Background: an optimization exercise with open tools, aiming at small area. Do not read the settings as production practice.
Only simulation tests tie the RTL to the original design; equivalence was not proved.
No activity file was given, so power comes from the tool's default toggle rates.

### config.mk
export PLATFORM = sky130hd
export DESIGN_NAME = tetris_core
export DESIGN_NICKNAME = tetris_core
export VERILOG_FILES = /design/flow/design.v
export SDC_FILE = /design/flow/constraint.sdc
export NUM_CORES = 4
export LEC_CHECK = 0
export CAP_MARGIN = 20
export CORE_MARGIN = 2
export CORE_UTILIZATION = 30
export PLACE_DENSITY = 0.4
export SLEW_MARGIN = 20
### constraint.sdc
create_clock -name core_clock -period 10.0 [get_ports {clk}]
set_input_delay 2.0000 -clock core_clock [delete_from_list [all_inputs] [get_ports {clk}]]
set_output_delay 2.0000 -clock core_clock [all_outputs]
set_load 0.01 [all_outputs]
### design.v
`timescale 1ns/1ps
module piece_unit (
	input  logic                 clk,
	input  logic                 reset,
	input  logic [2:0]           cmd,      
	input  logic [2:0]           kind,     
	input  logic                 commit,   
	output logic [(4 * (5 + 4))-1:0]  cand,
	output logic [(4 * (5 + 4))-1:0]  cells     
);
	localparam logic [(5 + 4)-1:0] PIVOT_I = {5'd0, 4'd5};
	localparam logic [(5 + 4)-1:0] PIVOT_STD = {5'd1, 4'd4};
	logic [(4 * (5 + 4))-1:0] cells_q;
	logic [(5 + 4)-1:0] pivot_q;
	logic [(5 + 4)-1:0] cand_pivot;
	assign cells = cells_q;
	function automatic logic [(4 * (5 + 4))-1:0] spawn_cells(input logic [2:0] k);
		case (k)
			3'd1: spawn_cells = {5'd1, 4'd5, 5'd1, 4'd4, 5'd1, 4'd3, 5'd0, 4'd4};
			3'd2: spawn_cells = {5'd1, 4'd5, 5'd1, 4'd4, 5'd0, 4'd5, 5'd0, 4'd4};
			3'd3: spawn_cells = {5'd1, 4'd5, 5'd1, 4'd4, 5'd1, 4'd3, 5'd0, 4'd5};
			3'd4: spawn_cells = {5'd1, 4'd5, 5'd1, 4'd4, 5'd1, 4'd3, 5'd0, 4'd3};
			3'd5: spawn_cells = {5'd1, 4'd4, 5'd1, 4'd3, 5'd0, 4'd5, 5'd0, 4'd4};
			3'd6: spawn_cells = {5'd1, 4'd5, 5'd1, 4'd4, 5'd0, 4'd4, 5'd0, 4'd3};
			3'd7: spawn_cells = {5'd0, 4'd6, 5'd0, 4'd5, 5'd0, 4'd4, 5'd0, 4'd3};
			default:  spawn_cells = '0;  
		endcase
	endfunction
	always_comb begin : cand_calc
		logic [5-1:0] r;
		logic [4-1:0] c;
		logic [5-1:0] pr;
		logic [4-1:0] pc;
		r = '0;
		c = '0;
		cand = cells_q;
		cand_pivot = pivot_q;
		pr = pivot_q[(5 + 4)-1:4];
		pc = pivot_q[4-1:0];
		case (cmd)
			3'd1: begin
				cand = spawn_cells(kind);
				cand_pivot = (kind == 3'd7) ? PIVOT_I : PIVOT_STD;
			end
			3'd2: begin
				for (int i = 0; i < 4; i++) begin
					cand[i*(5 + 4) +: 4] = cells_q[i*(5 + 4) +: 4] - 1'b1;  
				end
				cand_pivot[4-1:0] = pc - 1'b1;
			end
			3'd3: begin
				for (int i = 0; i < 4; i++) begin
					cand[i*(5 + 4) +: 4] = cells_q[i*(5 + 4) +: 4] + 1'b1;
				end
				cand_pivot[4-1:0] = pc + 1'b1;
			end
			3'd4: begin
				for (int i = 0; i < 4; i++) begin
					cand[i*(5 + 4) + 4 +: 5] = cells_q[i*(5 + 4) + 4 +: 5] + 1'b1;
				end
				cand_pivot[(5 + 4)-1:4] = pr + 1'b1;
			end
			3'd5: begin
				for (int i = 0; i < 4; i++) begin
					r = cells_q[i*(5 + 4) + 4 +: 5];
					c = cells_q[i*(5 + 4) +: 4];
					cand[i*(5 + 4) + 4 +: 5] = pr + 5'(c) - 5'(pc);
					cand[i*(5 + 4) +: 4] = pc - 4'(r) + 4'(pr);
				end
			end
			default: begin
				cand = cells_q;
			end
		endcase
	end
	always_ff @(posedge clk) begin
		if (reset) begin
			cells_q <= '0;
			pivot_q <= '0;
		end else if (commit) begin
			cells_q <= cand;
			pivot_q <= cand_pivot;
		end
	end
endmodule
`timescale 1ns/1ps
module board_store (
	input  logic                    clk,
	input  logic                    reset,
	input  logic [(4 * (5 + 4))-1:0]     cand,      
	input  logic [(4 * (5 + 4))-1:0]     cells,     
	input  logic                    op,
	input  logic                    req,
	output logic                    ack,
	output logic                    hit,       
	output logic [2:0]              cleared,   
	input  logic [5-1:0]       row_sel,
	output logic [10-1:0]  row_bits
);
	localparam logic [2:0] B_IDLE  = 3'd0;
	localparam logic [2:0] B_FIND  = 3'd1;
	localparam logic [2:0] B_SHIFT = 3'd2;
	localparam logic [2:0] B_WIPE  = 3'd3;
	localparam logic [2:0] B_DONE  = 3'd4;
	logic [10-1:0] grid [20];  
	logic [2:0] state;
	logic [5-1:0] row_q;
	logic [2:0] cleared_q;
	logic ack_q;
	logic full_any;
	logic [5-1:0] full_row;
	assign ack = ack_q;
	assign cleared = cleared_q;
	assign row_bits = (row_sel < 20) ? grid[row_sel] : '0;
	always_comb begin
		logic [5-1:0] r;
		logic [4-1:0] c;
		hit = 1'b0;
		for (int i = 0; i < 4; i++) begin
			r = cand[i*(5 + 4) + 4 +: 5];
			c = cand[i*(5 + 4) +: 4];
			if (r >= 20 || c >= 10) begin
				hit = 1'b1;
			end else if (grid[r][c]) begin
				hit = 1'b1;
			end
		end
	end
	always_comb begin
		full_any = 1'b0;
		full_row = '0;
		for (int r = 0; r < 20; r++) begin
			if (&grid[r]) begin
				full_any = 1'b1;
				full_row = 5'(r);
			end
		end
	end
	always_ff @(posedge clk) begin
		if (reset) begin
			for (int r = 0; r < 20; r++) begin
				grid[r] <= '0;
			end
			state <= B_IDLE;
			row_q <= '0;
			cleared_q <= '0;
			ack_q <= 1'b0;
		end else begin
			case (state)
				B_IDLE: begin
					if (req) begin
						cleared_q <= '0;
						if (op == 1'b1) begin
							row_q <= '0;
							state <= B_WIPE;
						end else begin
							for (int i = 0; i < 4; i++) begin
								grid[cells[i*(5 + 4) + 4 +: 5]][cells[i*(5 + 4) +: 4]] <= 1'b1;
							end
							state <= B_FIND;
						end
					end
				end
				B_FIND: begin
					if (!full_any) begin
						ack_q <= 1'b1;
						state <= B_DONE;
					end else if (full_row == '0) begin
						grid[0] <= '0;  
						cleared_q <= cleared_q + 1'b1;
					end else begin
						row_q <= full_row;
						state <= B_SHIFT;
					end
				end
				B_SHIFT: begin
					grid[row_q] <= grid[row_q - 1'b1];
					if (row_q == 5'(1)) begin
						grid[0] <= '0;
						cleared_q <= cleared_q + 1'b1;
						state <= B_FIND;
					end else begin
						row_q <= row_q - 1'b1;
					end
				end
				B_WIPE: begin
					grid[row_q] <= '0;
					if (row_q == 5'(20 - 1)) begin
						ack_q <= 1'b1;
						state <= B_DONE;
					end else begin
						row_q <= row_q + 1'b1;
					end
				end
				B_DONE: begin
					if (!req) begin
						ack_q <= 1'b0;
						state <= B_IDLE;
					end
				end
				default: state <= B_IDLE;
			endcase
		end
	end
endmodule
`timescale 1ns/1ps
module game_control (
	input  logic                 clk,
	input  logic                 reset,
	input  logic                 tick,
	input  logic                 start,
	input  logic                 left,
	input  logic                 right,
	input  logic                 rotate,
	input  logic                 down,
	input  logic [2:0]           next_kind,
	output logic [2:0]           piece_cmd,
	output logic [2:0]           piece_kind,
	output logic                 piece_commit,
	output logic                 bus_op,
	output logic                 bus_req,
	input  logic                 bus_ack,
	input  logic                 bus_hit,
	input  logic [2:0]           bus_cleared,
	output logic                 playing,
	output logic                 game_over,
	output logic [10-1:0]  lines,
	output logic [6-1:0]  level
);
	localparam int LEVEL_MAX = (1 << 6) - 1;
	localparam logic [2:0] ST_IDLE  = 3'd0;
	localparam logic [2:0] ST_SPAWN = 3'd1;
	localparam logic [2:0] ST_READY = 3'd2;
	localparam logic [2:0] ST_STEP  = 3'd3;
	localparam logic [2:0] ST_LOCK  = 3'd4;
	localparam logic [2:0] ST_OVER  = 3'd5;
	localparam logic [2:0] ST_CLEAR = 3'd6;
	logic [2:0] state;
	logic [2:0] cmd_q;
	logic [2:0] side_q;     
	logic [2:0] kind_q;     
	logic op_q;
	logic sample_q;         
	logic req_q;
	logic rotate_d;
	logic rot_edge;
	logic rot_latch;
	logic rot_go;
	logic down_go;
	logic [6-1:0] grav_cnt;
	logic [6-1:0] grav_period;
	logic grav_due;
	logic [10-1:0] lines_sum;
	logic [10-1:0] level_steps;
	logic [10:0] level_sum;
	assign piece_cmd = cmd_q;
	assign piece_kind = kind_q;
	assign piece_commit = sample_q && !bus_hit;
	assign bus_op = op_q;
	assign bus_req = req_q;
	assign rot_edge = rotate && !rotate_d;
	assign grav_period = (level >= 6'(10 - 1)) ?
		6'(1) : 6'(10) - level;
	assign grav_due = (grav_cnt + 1'b1) >= grav_period;
	assign lines_sum = lines + 10'(bus_cleared);
	assign level_steps = lines_sum / 4 - lines / 4;
	assign level_sum = level_steps + level;
	always_ff @(posedge clk) begin
		if (reset) begin
			state <= ST_IDLE;
			cmd_q <= 3'd0;
			side_q <= 3'd0;
			kind_q <= 3'd7;
			op_q <= 1'b0;
			sample_q <= 1'b0;
			req_q <= 1'b0;
			rotate_d <= 1'b0;
			rot_latch <= 1'b0;
			rot_go <= 1'b0;
			down_go <= 1'b0;
			grav_cnt <= '0;
			playing <= 1'b0;
			game_over <= 1'b0;
			lines <= '0;
			level <= '0;
		end else begin
			rotate_d <= rotate;
			if (rot_edge) rot_latch <= 1'b1;
			case (state)
				ST_IDLE, ST_OVER: begin
					if (start) begin
						rot_latch <= 1'b0;
						op_q <= 1'b1;
						req_q <= 1'b1;
						state <= ST_CLEAR;
					end
				end
				ST_CLEAR, ST_LOCK: begin
					if (req_q && bus_ack) begin
						req_q <= 1'b0;
						if (op_q == 1'b0) begin
							lines <= lines_sum;
							level <= (level_sum > LEVEL_MAX) ? 6'(LEVEL_MAX) :
								level_sum[6-1:0];
						end else begin
							lines <= '0;
							level <= '0;
						end
					end else if (!req_q && !bus_ack) begin
						state <= ST_SPAWN;
					end
				end
				ST_SPAWN: begin
					if (!sample_q) begin
						cmd_q <= 3'd1;
						kind_q <= next_kind;
						sample_q <= 1'b1;
					end else begin
						sample_q <= 1'b0;
						cmd_q <= 3'd0;
						if (bus_hit) begin
							playing <= 1'b0;
							game_over <= 1'b1;
							state <= ST_OVER;
						end else begin
							playing <= 1'b1;
							game_over <= 1'b0;
							grav_cnt <= '0;
							state <= ST_READY;
						end
					end
				end
				ST_READY: begin
					if (tick) begin
						rot_go <= (rot_latch || rot_edge) && (kind_q != 3'd2);
						rot_latch <= 1'b0;
						side_q <= (left && !right) ? 3'd2 :
							(right && !left) ? 3'd3 : 3'd0;
						down_go <= down || grav_due;
						grav_cnt <= (down || grav_due) ? '0 : grav_cnt + 1'b1;
						state <= ST_STEP;
					end
				end
				ST_STEP: begin
					if (!sample_q) begin
						sample_q <= 1'b1;
						if (rot_go) begin
							cmd_q <= 3'd5;
							rot_go <= 1'b0;
						end else if (side_q != 3'd0) begin
							cmd_q <= side_q;
							side_q <= 3'd0;
						end else if (down_go) begin
							cmd_q <= 3'd4;
							down_go <= 1'b0;
						end else begin
							sample_q <= 1'b0;
							state <= ST_READY;
						end
					end else begin
						sample_q <= 1'b0;
						cmd_q <= 3'd0;
						if (cmd_q == 3'd4 && bus_hit) begin  
							op_q <= 1'b0;
							req_q <= 1'b1;
							state <= ST_LOCK;
						end
					end
				end
				default: state <= ST_IDLE;
			endcase
		end
	end
endmodule
`timescale 1ns/1ps
module tetris_core (
	input  logic                    clk,
	input  logic                    reset,
	input  logic                    tick,
	input  logic                    start,
	input  logic                    left,
	input  logic                    right,
	input  logic                    rotate,
	input  logic                    down,
	input  logic [2:0]              next_kind,
	input  logic [5-1:0]       row_sel,
	output logic [10-1:0]  row_bits,
	output logic                    playing,
	output logic                    game_over,
	output logic [10-1:0]     lines,
	output logic [6-1:0]     level
);
	logic [2:0] piece_cmd;
	logic [2:0] piece_kind;
	logic piece_commit;
	logic [(4 * (5 + 4))-1:0] piece_cand;
	logic [(4 * (5 + 4))-1:0] piece_cells;
	logic bus_op;
	logic bus_req;
	logic bus_ack;
	logic bus_hit;
	logic [2:0] bus_cleared;
	piece_unit u_piece (
		.clk    (clk),
		.reset  (reset),
		.cmd    (piece_cmd),
		.kind   (piece_kind),
		.commit (piece_commit),
		.cand   (piece_cand),
		.cells  (piece_cells)
	);
	board_store u_board (
		.clk      (clk),
		.reset    (reset),
		.cand     (piece_cand),
		.cells    (piece_cells),
		.op       (bus_op),
		.req      (bus_req),
		.ack      (bus_ack),
		.hit      (bus_hit),
		.cleared  (bus_cleared),
		.row_sel  (row_sel),
		.row_bits (row_bits)
	);
	game_control u_ctrl (
		.clk          (clk),
		.reset        (reset),
		.tick         (tick),
		.start        (start),
		.left         (left),
		.right        (right),
		.rotate       (rotate),
		.down         (down),
		.next_kind    (next_kind),
		.piece_cmd    (piece_cmd),
		.piece_kind   (piece_kind),
		.piece_commit (piece_commit),
		.bus_op       (bus_op),
		.bus_req      (bus_req),
		.bus_ack      (bus_ack),
		.bus_hit      (bus_hit),
		.bus_cleared  (bus_cleared),
		.playing      (playing),
		.game_over    (game_over),
		.lines        (lines),
		.level        (level)
	);
endmodule
### run.sh
#!/bin/bash
# synth_recipe.tcl (not shown) runs the flow's synth.tcl, then flattens the netlist and writes it again
# the make line also repeats each setting of config.mk as NAME=value (left out here)
make -C /OpenROAD-flow-scripts/flow DESIGN_CONFIG=/design/flow/config.mk WORK_HOME=/design/flow/orfs CLKGATE_MAP_FILE= SYNTH_SCRIPT=/design/flow/synth_recipe.tcl finish
==> run notes <==
per-stage QoR:
stage / instance area, um^2 / total power [W] / util / cells
final: 55300 / 0.0100 / 0.332 / 8637
after floorplan: 50200 / 0.00515 / - / 6637
after global routing: 55200 / 0.0101 / 0.331 / 8614
after detailed placement: 53200 / 0.00752 / 0.319 / 8493
after CTS: 55100 / 0.00965 / 0.330 / 8604
after global placement: 53100 / 0.00752 / 0.319 / 8488
worst max-delay path by stage:
stage | depth (start not counted) | startpoint | end | slack (ps)
after floorplan | 7 | row_sel[0] | row_bits[8] | 4330
after global placement | 20 | u_piece.cells_q[0]$_SDFFE_PP0P_ | u_piece.pivot_q[3]$_SDFFE_PP0P_ | 2470
after detailed placement | 20 | u_piece.cells_q[0]$_SDFFE_PP0P_ | u_piece.pivot_q[3]$_SDFFE_PP0P_ | 2300
after CTS | 20 | u_piece.cells_q[0]$_SDFFE_PP0P_ | u_piece.pivot_q[3]$_SDFFE_PP0P_ | 2270
after global routing | 19 | u_piece.cells_q[0]$_SDFFE_PP0P_ | u_ctrl.op_q$_SDFFE_PP0P_ | 2340
final | 19 | u_piece.cells_q[0]$_SDFFE_PP0P_ | u_ctrl.state[0]$_SDFFE_PP0P_ | 2340
cell families after synthesis:
logic type / Yosys count / synth area share
and+or+nand+nor: 2932 / 0.266
AOI/OAI and AO/OA: 1907 / 0.255
buffers and inverters: 769 / 0.0668
muxes: 431 / 0.135
DFF: 419 / 0.231
adders and majority gates: 123 / 0.0359
xor gates and xnor gates: 56 / 0.00977
metal layers:
metal	vias up	GRT usage
li1	24800	-
met5	-	0.00537
met1	31700	0.556
met3	1406	0.201
met2	5840	0.599
met4	32	0.305
final cells by class:
type / instances / share of cell area
multi-input cells: 5449 / 0.650
diodes: 27 / 0.00122
flip-flops and latches: 419 / 0.210
clock buffers: 80 / 0.0289
inverters: 120 / 0.00815
clock inverters: 31 / 0.00398
well taps: 2204 / 0.0499
repair buffers: 307 / 0.0475
sequential cells by signal, indices dropped and copies added, names as in the netlist, 2 cells and up:
name	count
u_board.grid	320
u_piece.cells_q	36
u_ctrl.lines	10
u_piece.pivot_q	9
u_ctrl.grav_cnt	6
u_ctrl.level	6
u_board.row_q	5
u_board.cleared_q	3
u_board.state	3
u_ctrl.cmd_q	3
u_ctrl.kind_q	3
u_ctrl.state	3
u_ctrl.side_q	2
power breakdown:
group | switching (W) | internal, W | total, W
clock network | 0.000985 | 0.00117 | 0.00215
registers | 0.000337 | 0.00195 | 0.00229
logic | 0.00394 | 0.00165 | 0.00559
placed cells by master, fill, tap and decap left out, types with 20 or more instances in the layout:
cell / n
a311oi_1: 36
nor2_1: 503
edfxtp_1: 320
nand2b_1: 27
clkbuf_16: 61
buf_4: 248
diode_2: 27
inv_1: 117
xor2_1: 20
nand4_1: 113
a31oi_1: 31
nor2b_1: 42
nand3_1: 590
a221oi_1: 37
and3_1: 46
o21ai_0: 362
nor3_1: 268
nand2_1: 1116
a22oi_1: 138
clkdlybuf4s50_1: 40
nor3b_1: 24
or3_1: 23
mux4_2: 196
o22ai_1: 211
dfxtp_1: 89
a32o_1: 20
xnor2_1: 33
o221ai_1: 127
and2_1: 33
o211ai_1: 38
a211oi_1: 38
ha_1: 87
a21o_1: 32
a32oi_1: 29
a21oi_1: 375
fa_1: 35
o31ai_1: 194
mux2i_1: 216
worst min-delay path: stages, from the launching register on:
cell	delay, ps
dfxtp_1	330
nand2_1	60
a21oi_1	50
==> key figures <==
Logic synthesis
  – Ys flop type: edfxtp_1
  – Sequential share of the synthesized area: 0.231
  – Count of cell types in the netlist: 109
  – Area leader, netlist: edfxtp_1
  – Most frequent cells after synthesis: nand2_1, nand3_1, nor2_1
  – Synthesized cell area: 50200 um^2
  – Synth async-reset ratio: 0
  – Synthesized net count: approximately 6800
  – Most area-consuming cells after synthesis: edfxtp_1, mux4_2, nand2_1
  – Yosys reg bits: between 400 and 500
  – Synthesis warning total: 3
  – Cells after Synth: 6637
  – Synth Area per Inst: 7.56 um^2
  – Yosys top cell area share: 0.191
  – Post-synth EDFFs: 320
  – Top-count cell post-synth: nand2_1

Timing
  – Hold Vio Cnt, Final: 0
  – Setup TNS: 0 ps
  – Tightest Pin Transition: 1240 ps
  – Slew headroom: 0.176
  – Fin crit share: 0.766
  – Fin worst setup slack: between 2000 and 2500 ps
  – Maximum clock rate: 0.131 GHz
  – Post-route minimum period: 7660 ps
  – Worst hold slack: 489 ps
  – RSZ-0062 raised after global routing: no
  – Final Skew: around 65 ps
  – Final slew viol count: 0
  – Setup-failing EPs final: 0

Power and ir drop
  – Leakage power: around 18 nW
  – Maximum vdd drop: 176 uV
  – P per Cell Area: roughly 180 nW/um^2

Worst setup path
  – CP Capture Type: flop
  – Crit-path slowest cell: nand4b_1
  – R2R Path Start: u_piece.cells_q[0]$_SDFFE_PP0P_
  – Max stage delay on crit path: 760 ps
  – Worst R2R End: u_ctrl.state[0]$_SDFFE_PP0P_
  – Critical path fanouts, max: 26
  – CP arrival: 8240 ps
  – WP data required: 10580 ps
  – Crit Path Class: flop to flop
  – CP delay by family, top: simple AND/OR/NAND/NOR gates
  – R2r setup slk: 2340 ps
  – Crit start category: flop
  – Cell-by-cell trace of the critical path: inv_1 -> ha_1 -> inv_1 -> ha_1 -> fa_1 -> xnor2_1 -> o22a_1 -> nand2_2 -> buf_4 -> nor2_1 -> a32o_1 -> or3_1 -> a211oi_1 -> or4_1 -> o211ai_1 -> nand4b_1 -> nor2_1 -> o311a_1 -> a211oi_2
  – Crit path buffers/inverters: 3
  – R2R depth: 19

Global route
  – Initial antenna violation count: 54
  – Gr usage total: 0.444
  – Vias in the first global route: 56200
  – GR Overflow Total: 0
  – Pin count of the biggest net entering global routing: about 130
  – First-pass GRT wire length: 518000 um

CTS
  – Post-CTS sizing: 0
  – CTS tree: done
  – Cts hold-fix bufs: 0
  – Clock Sinks: 419
  – Root buffer cell: clkbuf_16
  – Worst-path clk slew: 60 ps
  – H-tree levels: 2
  – CTS Buffer Depth: 3
  – Clk Latency, worst-skew pair: 770 ps
  – Post-CTS Repair Setup Buffers: 0
  – Num CTS Buffers: 61

Min path
  – Hold wc startpoint: u_ctrl.rot_go$_SDFFE_PP0P_
  – Hold Crit Endpoint: u_ctrl.rot_go$_SDFFE_PP0P_
  – Hold depth: 2
  – Worst hold-check path type: flop to flop

Routing
  – Wire length on met3: approximately 60000 um
  – DR vias: 63700
  – Post-route DRC: 0
  – Wl on met1: 147000 um
  – DRT antenna net count: 0
  – Drt pass-1 iters: 7
  – DR iter-0 viols: 12300
  – Mean number of vias per cell: 7.38
  – WL met2: 153000 um
  – WL/cell: 45.5 um
  – Drt total wl: 393000 um
  – Highest routed layer: met5

Finish
  – Fillers: 17700
  – Register area: 11600 um^2
  – Area of the multi-input gates: 35900 um^2
  – Layout Nets: about 6500
  – Share of layout cells above drive strength 1: 0.116
  – Layout area overhead: 10.1%

Placement
  – Pre-CTS WS: between 2000 and 2500 ps
  – HPWL after DPL: 276000 um
  – Gpl congestion: 1.14
  – # port buffers: 43

Floorplan
  – Number of top-level pins: 44
  – Initial Util: 0.301
  – Row cnt: 150
  – Die width: just over 400 um
  – Die ar.: 171000 um^2
  – Die Y-Extent: 413 um
  – Area of the core: 167000 um^2

Run status
  – Status: no timing/DRC/antenna violations

Flow run
  – Max-Cap Viols: 0

[afterwards: timing with drivers on the ports]
Ports are ideal in the flow. The routed layout listed here was re-timed in OpenROAD.
Step 1, drivers: a clkbuf_16 drives clk and a buf_2 each remaining input, both assumed.
Step 2 times the ports against the registers' clock, not the clock port: input delays grow and output delays shrink by t, the midpoint of the rising clock arrivals with the driver on.
Slacks: ideal ports / drivers / drivers and shift; pairs: ideal ports / drivers.
t, ns: 0.822
setup WS [ns]: 2.339 / 2.339 / 2.339
worst setup path at the end: register to register
latest minus earliest clock arrival (ns): 0.065 / 0.065
After both steps setup and hold are still met in this run. For this run, drivers alone change the setup slack by 0.000 ns; drivers and shift together by 0.000 ns.
